From an optimization exercise on the open Yosys and OpenROAD flow, aimed at small area, a short achievable clock period and few clock cycles; shortcuts taken in it are not production practice. In this exercise RTL edits were held to simulation tests only and were not proved equivalent to the original. Power figures rest on the tool's default switching activity, not on a simulated workload.

**design/flow/run.sh**
```bash
#!/bin/bash
# synth_recipe.tcl (not shown) runs the flow's synth.tcl, then flattens the netlist and writes it again
# the make line also repeats each setting of config.mk as NAME=value (left out here)
make -C /OpenROAD-flow-scripts/flow DESIGN_CONFIG=/design/flow/config.mk WORK_HOME=/design/flow/orfs CLKGATE_MAP_FILE= SYNTH_SCRIPT=/design/flow/synth_recipe.tcl finish
```
**design/flow/config.mk**
```make
export PLATFORM = sky130hd
export DESIGN_NAME = indexed_min_heap_queue
export DESIGN_NICKNAME = indexed_min_heap_queue
export VERILOG_FILES = /design/flow/design.v
export SDC_FILE = /design/flow/constraint.sdc
export NUM_CORES = 4
export LEC_CHECK = 0
export CAP_MARGIN = 20
export CORE_MARGIN = 2
export CORE_UTILIZATION = 40
export SETUP_SLACK_MARGIN = 5
export SLEW_MARGIN = 20
```
**design/flow/constraint.sdc**
```tcl
create_clock -name core_clock -period 12.0 [get_ports {clock}]
set_input_delay 2.4000 -clock core_clock [delete_from_list [all_inputs] [get_ports {clock}]]
set_output_delay 2.4000 -clock core_clock [all_outputs]
set_load 0.01 [all_outputs]
```
**design/flow/design.v**
```verilog
package imhq_pkg;
   localparam int VERTEX_W     = 6;
   localparam int NUM_VERTICES = 64;
   localparam int PRIO_W       = 32;
   localparam int TYPE_W       = 3;
   localparam int STATUS_W     = 3;
   localparam int COUNT_W      = 7;
   localparam int ENTRY_W      = VERTEX_W + PRIO_W;
   localparam logic [TYPE_W-1:0] REQ_INSERT   = 3'd0;
   localparam logic [TYPE_W-1:0] REQ_EXTRACT  = 3'd1;
   localparam logic [TYPE_W-1:0] REQ_DECREASE = 3'd2;
   localparam logic [TYPE_W-1:0] REQ_CONTAINS = 3'd3;
   localparam logic [TYPE_W-1:0] REQ_GET_PRIO = 3'd4;
   localparam logic [STATUS_W-1:0] ST_OK        = 3'd0;
   localparam logic [STATUS_W-1:0] ST_FULL      = 3'd1;
   localparam logic [STATUS_W-1:0] ST_EMPTY     = 3'd2;
   localparam logic [STATUS_W-1:0] ST_ABSENT    = 3'd3;
   localparam logic [STATUS_W-1:0] ST_NOT_LOWER = 3'd4;
   localparam logic [STATUS_W-1:0] ST_DUP       = 3'd5;
   typedef struct packed {
      logic [VERTEX_W-1:0] vtx;
      logic [PRIO_W-1:0]   prio;
   } entry_type;
endpackage
module imhq_ram #(
   parameter int WIDTH = 38,
   parameter int DEPTH = 64
) (
   input  logic                     clock,
   input  logic                     wr_en,
   input  logic [$clog2(DEPTH)-1:0] wr_addr,
   input  logic [WIDTH-1:0]         wr_data,
   input  logic                     rd_en,
   input  logic [$clog2(DEPTH)-1:0] rd_addr,
   output logic [WIDTH-1:0]         rd_data
);
   logic [WIDTH-1:0] mem [DEPTH];
   always_ff @(posedge clock) begin
      if (wr_en) begin
         mem[wr_addr] <= wr_data;
      end
      if (rd_en) begin
         rd_data <= mem[rd_addr];
      end
   end
endmodule
module indexed_min_heap_queue #(
   parameter int CAPACITY = 64
) (
   input  logic        clock,
   input  logic        reset,
   input  logic        req_valid,
   output logic        req_stall,
   input  logic [2:0]  req_type,
   input  logic [5:0]  req_vertex_id,
   input  logic [31:0] req_new_priority,
   output logic        rsp_valid,
   input  logic        rsp_stall,
   output logic [2:0]  rsp_status,
   output logic [5:0]  rsp_out_vertex,
   output logic [31:0] rsp_out_priority,
   output logic        rsp_is_present,
   output logic [6:0]  rsp_entry_count
);
   localparam int SW = $clog2(CAPACITY);
   localparam int FW = $clog2(CAPACITY + 1);
   localparam int CW = SW + 2;
   localparam logic [3:0] S_IDLE    = 4'd0;
   localparam logic [3:0] S_DECODE  = 4'd1;
   localparam logic [3:0] S_SU_RD   = 4'd2;
   localparam logic [3:0] S_SU_CMP  = 4'd3;
   localparam logic [3:0] S_DK_CHK  = 4'd4;
   localparam logic [3:0] S_GP_RD   = 4'd5;
   localparam logic [3:0] S_EX_ROOT = 4'd6;
   localparam logic [3:0] S_EX_LAST = 4'd7;
   localparam logic [3:0] S_SD_RL   = 4'd8;
   localparam logic [3:0] S_SD_RR   = 4'd9;
   localparam logic [3:0] S_SD_CMP  = 4'd10;
   localparam logic [3:0] S_FIN     = 4'd11;
   logic [3:0]  state_ff, state_in;
   logic [FW-1:0] fill_ff, fill_in;
   logic [imhq_pkg::NUM_VERTICES-1:0] vld_ff, vld_in;
   logic [SW-1:0] idx_ff, idx_in;
   imhq_pkg::entry_type mv_ff, mv_in;
   imhq_pkg::entry_type lft_ff, lft_in;
   logic [imhq_pkg::TYPE_W-1:0]   cur_type_ff, cur_type_in;
   logic [imhq_pkg::VERTEX_W-1:0] cur_v_ff, cur_v_in;
   logic [imhq_pkg::PRIO_W-1:0]   cur_p_ff, cur_p_in;
   logic [imhq_pkg::STATUS_W-1:0] st_ff, st_in;
   logic [imhq_pkg::VERTEX_W-1:0] ov_ff, ov_in;
   logic [imhq_pkg::PRIO_W-1:0]   op_ff, op_in;
   logic                            rsp_valid_ff, rsp_valid_in;
   logic [imhq_pkg::STATUS_W-1:0]   rsp_st_ff, rsp_st_in;
   logic [imhq_pkg::VERTEX_W-1:0]   rsp_ov_ff, rsp_ov_in;
   logic [imhq_pkg::PRIO_W-1:0]     rsp_op_ff, rsp_op_in;
   logic                            rsp_pr_ff, rsp_pr_in;
   logic [imhq_pkg::COUNT_W-1:0]    rsp_cnt_ff, rsp_cnt_in;
   logic          hp_re, hp_we, ps_re, ps_we;
   logic [SW-1:0] hp_ra, hp_wa, ps_wd, ps_rd;
   logic [imhq_pkg::VERTEX_W-1:0] ps_ra, ps_wa;
   imhq_pkg::entry_type hp_wd, hp_rd;
   logic [imhq_pkg::ENTRY_W-1:0] hp_rd_raw;
   logic          accept, out_free, load_rsp;
   logic [CW-1:0] lc, rc, fill_x;
   logic          l_ok, r_ok;
   logic [SW-1:0] parent;
   logic [FW-1:0] last;
   imhq_ram #(.WIDTH(imhq_pkg::ENTRY_W), .DEPTH(CAPACITY)) u_slot_ram (
      .clock   (clock),
      .wr_en   (hp_we),
      .wr_addr (hp_wa),
      .wr_data (hp_wd),
      .rd_en   (hp_re),
      .rd_addr (hp_ra),
      .rd_data (hp_rd_raw)
   );
   imhq_ram #(.WIDTH(SW), .DEPTH(imhq_pkg::NUM_VERTICES)) u_pos_ram (
      .clock   (clock),
      .wr_en   (ps_we),
      .wr_addr (ps_wa),
      .wr_data (ps_wd),
      .rd_en   (ps_re),
      .rd_addr (ps_ra),
      .rd_data (ps_rd)
   );
   assign hp_rd = hp_rd_raw;
   assign req_stall = (state_ff != S_IDLE);
   assign accept    = req_valid && (state_ff == S_IDLE);
   assign out_free  = !rsp_valid_ff || !rsp_stall;
   assign load_rsp  = (state_ff == S_FIN) && out_free;
   assign lc     = {1'b0, idx_ff, 1'b1};
   assign rc     = lc + CW'(1);
   assign fill_x = CW'(fill_ff);
   assign l_ok   = lc < fill_x;
   assign r_ok   = rc < fill_x;
   assign parent = SW'((idx_ff - SW'(1)) >> 1);
   assign last   = fill_ff - FW'(1);
   always_comb begin
      logic [1:0]            bsel;
      logic [imhq_pkg::PRIO_W-1:0] bp;
      state_in    = state_ff;
      fill_in     = fill_ff;
      vld_in      = vld_ff;
      idx_in      = idx_ff;
      mv_in       = mv_ff;
      lft_in      = lft_ff;
      cur_type_in = cur_type_ff;
      cur_v_in    = cur_v_ff;
      cur_p_in    = cur_p_ff;
      st_in       = st_ff;
      ov_in       = ov_ff;
      op_in       = op_ff;
      hp_re       = 1'b0;
      hp_ra       = '0;
      hp_we       = 1'b0;
      hp_wa       = idx_ff;
      hp_wd       = mv_ff;
      ps_re       = accept;
      ps_ra       = req_vertex_id;
      ps_we       = 1'b0;
      ps_wa       = mv_ff.vtx;
      ps_wd       = idx_ff;
      bsel        = 2'd0;
      bp          = mv_ff.prio;
      case (state_ff)
         S_IDLE: begin
            if (accept) begin
               cur_type_in = req_type;
               cur_v_in    = req_vertex_id;
               cur_p_in    = req_new_priority;
               st_in       = imhq_pkg::ST_OK;
               ov_in       = '0;
               op_in       = '0;
               state_in    = S_DECODE;
            end
         end
         S_DECODE: begin
            state_in = S_FIN;
            case (cur_type_ff)
               imhq_pkg::REQ_INSERT: begin
                  if (fill_ff == FW'(CAPACITY)) begin
                     st_in = imhq_pkg::ST_FULL;
                  end else if (vld_ff[cur_v_ff]) begin
                     st_in = imhq_pkg::ST_DUP;
                  end else begin
                     vld_in[cur_v_ff] = 1'b1;
                     fill_in  = fill_ff + FW'(1);
                     idx_in   = fill_ff[SW-1:0];
                     mv_in    = {cur_v_ff, cur_p_ff};
                     state_in = S_SU_RD;
                  end
               end
               imhq_pkg::REQ_EXTRACT: begin
                  if (fill_ff == '0) begin
                     st_in = imhq_pkg::ST_EMPTY;
                  end else begin
                     hp_re    = 1'b1;
                     hp_ra    = '0;
                     state_in = S_EX_ROOT;
                  end
               end
               imhq_pkg::REQ_DECREASE: begin
                  if (!vld_ff[cur_v_ff]) begin
                     st_in = imhq_pkg::ST_ABSENT;
                  end else begin
                     hp_re    = 1'b1;
                     hp_ra    = ps_rd;
                     idx_in   = ps_rd;
                     state_in = S_DK_CHK;
                  end
               end
               imhq_pkg::REQ_GET_PRIO: begin
                  if (!vld_ff[cur_v_ff]) begin
                     st_in = imhq_pkg::ST_ABSENT;
                  end else begin
                     hp_re    = 1'b1;
                     hp_ra    = ps_rd;
                     state_in = S_GP_RD;
                  end
               end
               default: begin
                  state_in = S_FIN;
               end
            endcase
         end
         S_DK_CHK: begin
            if ($signed(hp_rd.prio) <= $signed(cur_p_ff)) begin
               st_in    = imhq_pkg::ST_NOT_LOWER;
               state_in = S_FIN;
            end else begin
               mv_in    = {cur_v_ff, cur_p_ff};
               state_in = S_SU_RD;
            end
         end
         S_GP_RD: begin
            op_in    = hp_rd.prio;
            state_in = S_FIN;
         end
         S_SU_RD: begin
            if (idx_ff == '0) begin
               hp_we    = 1'b1;
               ps_we    = 1'b1;
               state_in = S_FIN;
            end else begin
               hp_re    = 1'b1;
               hp_ra    = parent;
               state_in = S_SU_CMP;
            end
         end
         S_SU_CMP: begin
            if ($signed(hp_rd.prio) > $signed(mv_ff.prio)) begin
               hp_we    = 1'b1;
               hp_wd    = hp_rd;
               ps_we    = 1'b1;
               ps_wa    = hp_rd.vtx;
               idx_in   = parent;
               state_in = S_SU_RD;
            end else begin
               hp_we    = 1'b1;
               ps_we    = 1'b1;
               state_in = S_FIN;
            end
         end
         S_EX_ROOT: begin
            ov_in              = hp_rd.vtx;
            op_in              = hp_rd.prio;
            vld_in[hp_rd.vtx]  = 1'b0;
            fill_in            = last;
            if (last == '0) begin
               state_in = S_FIN;
            end else begin
               hp_re    = 1'b1;
               hp_ra    = last[SW-1:0];
               state_in = S_EX_LAST;
            end
         end
         S_EX_LAST: begin
            mv_in    = hp_rd;
            idx_in   = '0;
            state_in = S_SD_RL;
         end
         S_SD_RL: begin
            if (!l_ok) begin
               hp_we    = 1'b1;
               ps_we    = 1'b1;
               state_in = S_FIN;
            end else begin
               hp_re    = 1'b1;
               hp_ra    = lc[SW-1:0];
               state_in = S_SD_RR;
            end
         end
         S_SD_RR: begin
            lft_in   = hp_rd;
            hp_re    = r_ok;
            hp_ra    = rc[SW-1:0];
            state_in = S_SD_CMP;
         end
         S_SD_CMP: begin
            if ($signed(lft_ff.prio) < $signed(bp)) begin
               bsel = 2'd1;
               bp   = lft_ff.prio;
            end
            if (r_ok && ($signed(hp_rd.prio) < $signed(bp))) begin
               bsel = 2'd2;
            end
            hp_we = 1'b1;
            ps_we = 1'b1;
            if (bsel == 2'd0) begin
               state_in = S_FIN;
            end else if (bsel == 2'd1) begin
               hp_wd    = lft_ff;
               ps_wa    = lft_ff.vtx;
               idx_in   = lc[SW-1:0];
               state_in = S_SD_RL;
            end else begin
               hp_wd    = hp_rd;
               ps_wa    = hp_rd.vtx;
               idx_in   = rc[SW-1:0];
               state_in = S_SD_RL;
            end
         end
         S_FIN: begin
            if (out_free) begin
               state_in = S_IDLE;
            end
         end
         default: begin
            state_in = S_IDLE;
         end
      endcase
   end
   always_comb begin
      rsp_valid_in = (rsp_valid_ff && rsp_stall) || load_rsp;
      rsp_st_in    = rsp_st_ff;
      rsp_ov_in    = rsp_ov_ff;
      rsp_op_in    = rsp_op_ff;
      rsp_pr_in    = rsp_pr_ff;
      rsp_cnt_in   = rsp_cnt_ff;
      if (load_rsp) begin
         rsp_st_in  = st_ff;
         rsp_ov_in  = ov_ff;
         rsp_op_in  = op_ff;
         rsp_pr_in  = vld_ff[cur_v_ff];
         rsp_cnt_in = imhq_pkg::COUNT_W'(fill_ff);
      end
   end
   always_ff @(posedge clock) begin
      if (reset) begin
         state_ff     <= S_IDLE;
         fill_ff      <= '0;
         vld_ff       <= '0;
         rsp_valid_ff <= 1'b0;
      end else begin
         state_ff     <= state_in;
         fill_ff      <= fill_in;
         vld_ff       <= vld_in;
         rsp_valid_ff <= rsp_valid_in;
      end
   end
   always_ff @(posedge clock) begin
      idx_ff      <= idx_in;
      mv_ff       <= mv_in;
      lft_ff      <= lft_in;
      cur_type_ff <= cur_type_in;
      cur_v_ff    <= cur_v_in;
      cur_p_ff    <= cur_p_in;
      st_ff       <= st_in;
      ov_ff       <= ov_in;
      op_ff       <= op_in;
      rsp_st_ff   <= rsp_st_in;
      rsp_ov_ff   <= rsp_ov_in;
      rsp_op_ff   <= rsp_op_in;
      rsp_pr_ff   <= rsp_pr_in;
      rsp_cnt_ff  <= rsp_cnt_in;
   end
   assign rsp_valid        = rsp_valid_ff;
   assign rsp_status       = rsp_st_ff;
   assign rsp_out_vertex   = rsp_ov_ff;
   assign rsp_out_priority = rsp_op_ff;
   assign rsp_is_present   = rsp_pr_ff;
   assign rsp_entry_count  = rsp_cnt_ff;
endmodule
```
==> results.yml <==
drt:
  finalWirelength_mm: 419
  vias: 76300
  wl_per_cell_um: 34.3
  ant_nets: 0
  route.detailed.drc: 0
  drtPass1Iterations: 6
  drtIter0Drc: 12000
  vias_per_cell: 6.24
layout:
  syn_to_final_growth_pct: 14.3
  fillCellCount: 26800
  register_area_mm2: 0.0938
  instances_no_fill: 12200
  fin_nets: 7986
  multi_input_area_mm2: 0.0327
  post_route_cells_drive_above_1_share_pct: 18.4
global_routing:
  grt_max_degree: 108
  grt_pass1_vias: 72900
  wire_length_of_the_first_global_routing_pass_mm: 575
  global_routing_usage_summed_across_all_routing_layers_pct: 25.2
  grt_overflow_total: 0
  antenna_violations_before_repair: 18
logic_synthesis:
  avgSynthCellArea_um2: 16.9
  compound_gate_fraction_of_synth_area_pct: 5.62
  netlist_instances: 7540
  synth.yosys.warnings: 3
  synth_simple_gate_area_share_pct: 6.79
  ys_types: 109
  yosys-mux-area-fraction_pct: 10.2
  ys_dominant_reg_cell: "edfxtp_1"
  synthesis.nets: 7737
  mappedNetlistArea_mm2: 0.127
  ys_ff_latch: 3149
  yosysSeqAreaShare_pct: 73.6
  synthAdderAreaFrac_pct: 1.49
  synth_top_family_by_area: "multiplexers"
  synth_edf_count: 3073
  async_s_r_ff_share_synth_pct: 0
  synth_xor_xnor_area_share_pct: 0.206
floorplanning:
  ios: 96
  area_inside_the_core_boundary_mm2: 0.318
  die_y_um: 568
  die_area_mm2: 0.323
  fp-row-count: 207
  floorplan.die.width_um: 568
  initial_core_util_pct: 40.1
cts:
  clk_latency_ns: 0.91
  cts_hold_buffers: 0
  cts-buffers-inserted: 318
  h-tree-depth: 5
  clock_tree_from_tritoncts: "built"
  clock-sinks: 3149
  cts.root.buffer_cell: "clkbuf_16"
  ctsLongestPathBuffers: 4
  clock_transition_at_the_registers_of_the_reported_paths_ns: 0.06
setup_path:
  critical-path-top-cell-by-count: "buf_4"
  crit_path_max_fanout: 25
  timing.critical_path.from_type: "flip-flop"
  critical-path-slowest-cell: "o311ai_0"
  critPathCaptureType: "flip-flop"
  crit_chain: "inv_1 -> ha_1 -> xor2_1 -> nor4_1 -> o311ai_0 -> a21oi_1 -> o41ai_4 -> buf_4 -> buf_4 -> buf_4 -> or3_1 -> nor2_1 -> or4_1 -> nor3_2"
  worstPathRequired_ns: 12.56
  cpPeakStageDelay_ns: 1.02
  critPathKind: "reg2reg"
  cp_data_arrival_time_ns: 7.64
status:
  outcome: "finished clean"
hold_path:
  holdCritPathClass: "reg2reg"
timing:
  setup_total_negative_slack_ns: 0
  clock.fmax_ghz: 0.141
  post-route-period-util_pct: 59.1
  rsz0062_at_grt: "no"
  timing_worst_slew_pin_value_ns: 1.32
  timing.slew.headroom_pct: 11.3
  finClkSkew_ns: 0.0611
  setup_viol: 0
  final_critical_delay_including_setup_and_external_delays_ns: 7.09
  finalHoldViolCount: 0
  final_max_slew_viol_count: 0
place:
  place.port_buffers: 95
  place.detailed.hpwl_mm: 234
  gp_congestion: 0.893
  post-place-cells: 11600
pwr:
  power_per_cell_area_mw_per_mm2: 230
  worst_ir_drop_vdd_mv: 0.358
  power.leakage_nw: 46.9
flow_run:
  max_cap_violations: 0
## layer usage
layer	global-route usage [%]	vias up	part of all wire (%)
met2	39.5	4999	46
met4	11.6	6	5.1
met1	34.1	39900	38
met5	0	-	0.0095
met3	4.89	890	11
li1	-	30500	-
## sequential cells by signal, indices dropped and copies added (netlist names), 38 cells and up
register,count
mv_ff,38
u_slot_ram.mem,2432
u_slot_ram.rd_data,38
u_pos_ram.mem,384
vld_ff,64
lft_ff,38
## area by class of cell
cell class / instances / share of cell area (%)
repair buffers: 357 / 2.26
flip-flops and latches: 3149 / 64.4
multi-input cells: 3872 / 22.5
diodes: 14 / 0.0241
clock buffers: 400 / 5.86
inverters: 91 / 0.239
clock inverters: 162 / 1.17
well taps: 4180 / 3.59
## report_power, final
group / leakage [nW] / total [W] / switching (W) / internal (W)
logic: 13.7 / 0.00975 / 0.00676 / 0.00299
registers: 28.3 / 0.0138 / 0.000421 / 0.0134
clock network: 4.97 / 0.00994 / 0.00423 / 0.00571
## worst paths after layout
check	from	endpoint	slack (ns)	depth (start not counted)
setup / recovery	fill_ff[0]	u_slot_ram.rd_data[37]	4.91	14
hold / removal	op_ff[20]	rsp_op_ff[20]	0.42	0
setup reg to reg	fill_ff[0]	u_slot_ram.rd_data[37]	4.91	14
hold reg to reg	op_ff[20]	rsp_op_ff[20]	0.42	0
## worst max-delay path, delay by kind of cell, from the launching register on
| kind | cells | cell delay (ns) |
|---|---|---|
| compound gates | 3 | 1.39 |
| xor+xnor | 1 | 0.25 |
| fa+ha+maj | 1 | 0.27 |
| buf+inv | 4 | 1.81 |
| flops | 1 | 0.58 |
| simple gates | 5 | 2.41 |
## synthesized netlist by cell type (10+ instances only)
| cell | n | area [um^2] |
|---|---|---|
| a2111oi_0 | 17 | 149 |
| a211oi_1 | 35 | 263 |
| a21o_1 | 30 | 225 |
| a21oi_1 | 263 | 1320 |
| a221oi_1 | 21 | 184 |
| a22oi_1 | 53 | 398 |
| a31o_2 | 12 | 105 |
| a31oi_1 | 89 | 557 |
| a32o_1 | 17 | 170 |
| a32oi_1 | 81 | 709 |
| and2_1 | 49 | 307 |
| and3_1 | 45 | 282 |
| and4_1 | 11 | 96.3 |
| buf_1 | 43 | 161 |
| buf_2 | 117 | 586 |
| buf_4 | 45 | 338 |
| buf_6 | 34 | 383 |
| clkbuf_1 | 178 | 668 |
| dfxtp_1 | 76 | 1520 |
| edfxtp_1 | 3073 | 92300 |
| ha_1 | 152 | 1900 |
| inv_1 | 89 | 334 |
| mux2_2 | 26 | 293 |
| mux2i_1 | 262 | 2620 |
| mux4_2 | 446 | 10000 |
| nand2_1 | 930 | 3490 |
| nand2b_1 | 20 | 125 |
| nand3_1 | 242 | 1210 |
| nand4_1 | 37 | 231 |
| nor2_1 | 281 | 1050 |
| nor2b_1 | 17 | 106 |
| nor3_1 | 73 | 365 |
| nor4_1 | 60 | 375 |
| o211ai_1 | 12 | 90.1 |
| o21a_1 | 15 | 113 |
| o21ai_0 | 201 | 1010 |
| o21bai_1 | 10 | 75.1 |
| o221ai_1 | 32 | 280 |
| o22ai_1 | 61 | 382 |
| o32a_1 | 10 | 100 |
| o32ai_1 | 11 | 96.3 |
| or3_1 | 26 | 163 |
| or4_1 | 19 | 143 |
| xnor2_1 | 17 | 149 |
| xor2_1 | 13 | 114 |
## layout by cell type (no fill, tap or decap), drive strengths merged, types with 52 or more instances in the layout
cell type	instances
edfxtp	3073
ha	152
nor3	74
a32oi	81
nand3	243
dfxtp	76
and2	52
nand2	933
inv	101
o21ai	208
buf	262
o22ai	61
clkdlybuf4s50	91
a21oi	264
mux4	446
mux2i	262
clkinv	109
nor4	68
clkbuf	404
a31oi	92
a22oi	53
nor2	284
## metrics by stage
step	worst slack (ns)	power [W]	hold slack [ns]	util (%)	instance area, um^2
2_1_floorplan	4.40	0.0196	0.400	-	127000
3_3_place_gp	2.90	0.0233	0.404	42.3	134000
3_5_place_dp	2.71	0.0234	0.405	42.3	134000
4_1_cts	4.96	0.0333	0.410	45.7	145000
5_1_grt	4.99	0.0344	0.419	45.9	146000
6_report	4.91	0.0335	0.417	45.9	146000
## kinds of logic (layout without fill, tap and decap cells)
kind of cell             after synthesis  count (layout)
AO/OA/AOI/OAI                       1068            1070
XOR/XNOR                              30              30
adder cells (fa/ha/maj)              152             152
buffers and inverters                522            1010
flip-flops                          3149            3149
multiplexers                         734             734
other                                  0              14
AND/OR/NAND/NOR                     1885            1886
## what timing repair did
item,4_1_cts,5_1_grt
buffers inserted,14,10
cloned,2,4
endpoints found under the setup margin,2811,827
pin swaps,7,19
resized for setup,113,64
Testbench counts, summed over its fixed seeds: cycles 141,661.

## afterwards: timing with drivers on the ports
The flow's constraints put no driver on any port. The routed layout listed below was extracted and timed again, unchanged, in two steps. Step 1 assumes that a clkbuf_16 drives the clock port and a buf_2 every other input. Step 2 also shifts input and output timing later by t, the mid clock arrival at the registers, as if the neighbouring blocks saw the same clock. Slacks: ideal / step 1 / step 2; pairs: ideal / step 1.
t (ns): 0.991
setup slack, ns: 4.913 / 4.913 / 4.913
hold slack, ns: 0.417 / 0.417 / 0.417
worst register clock-pin slew, ns: 0.07 / 0.07
After both steps this run still meets setup and hold. For this run, drivers alone change the setup slack by 0.000 ns; drivers and shift together by 0.000 ns.
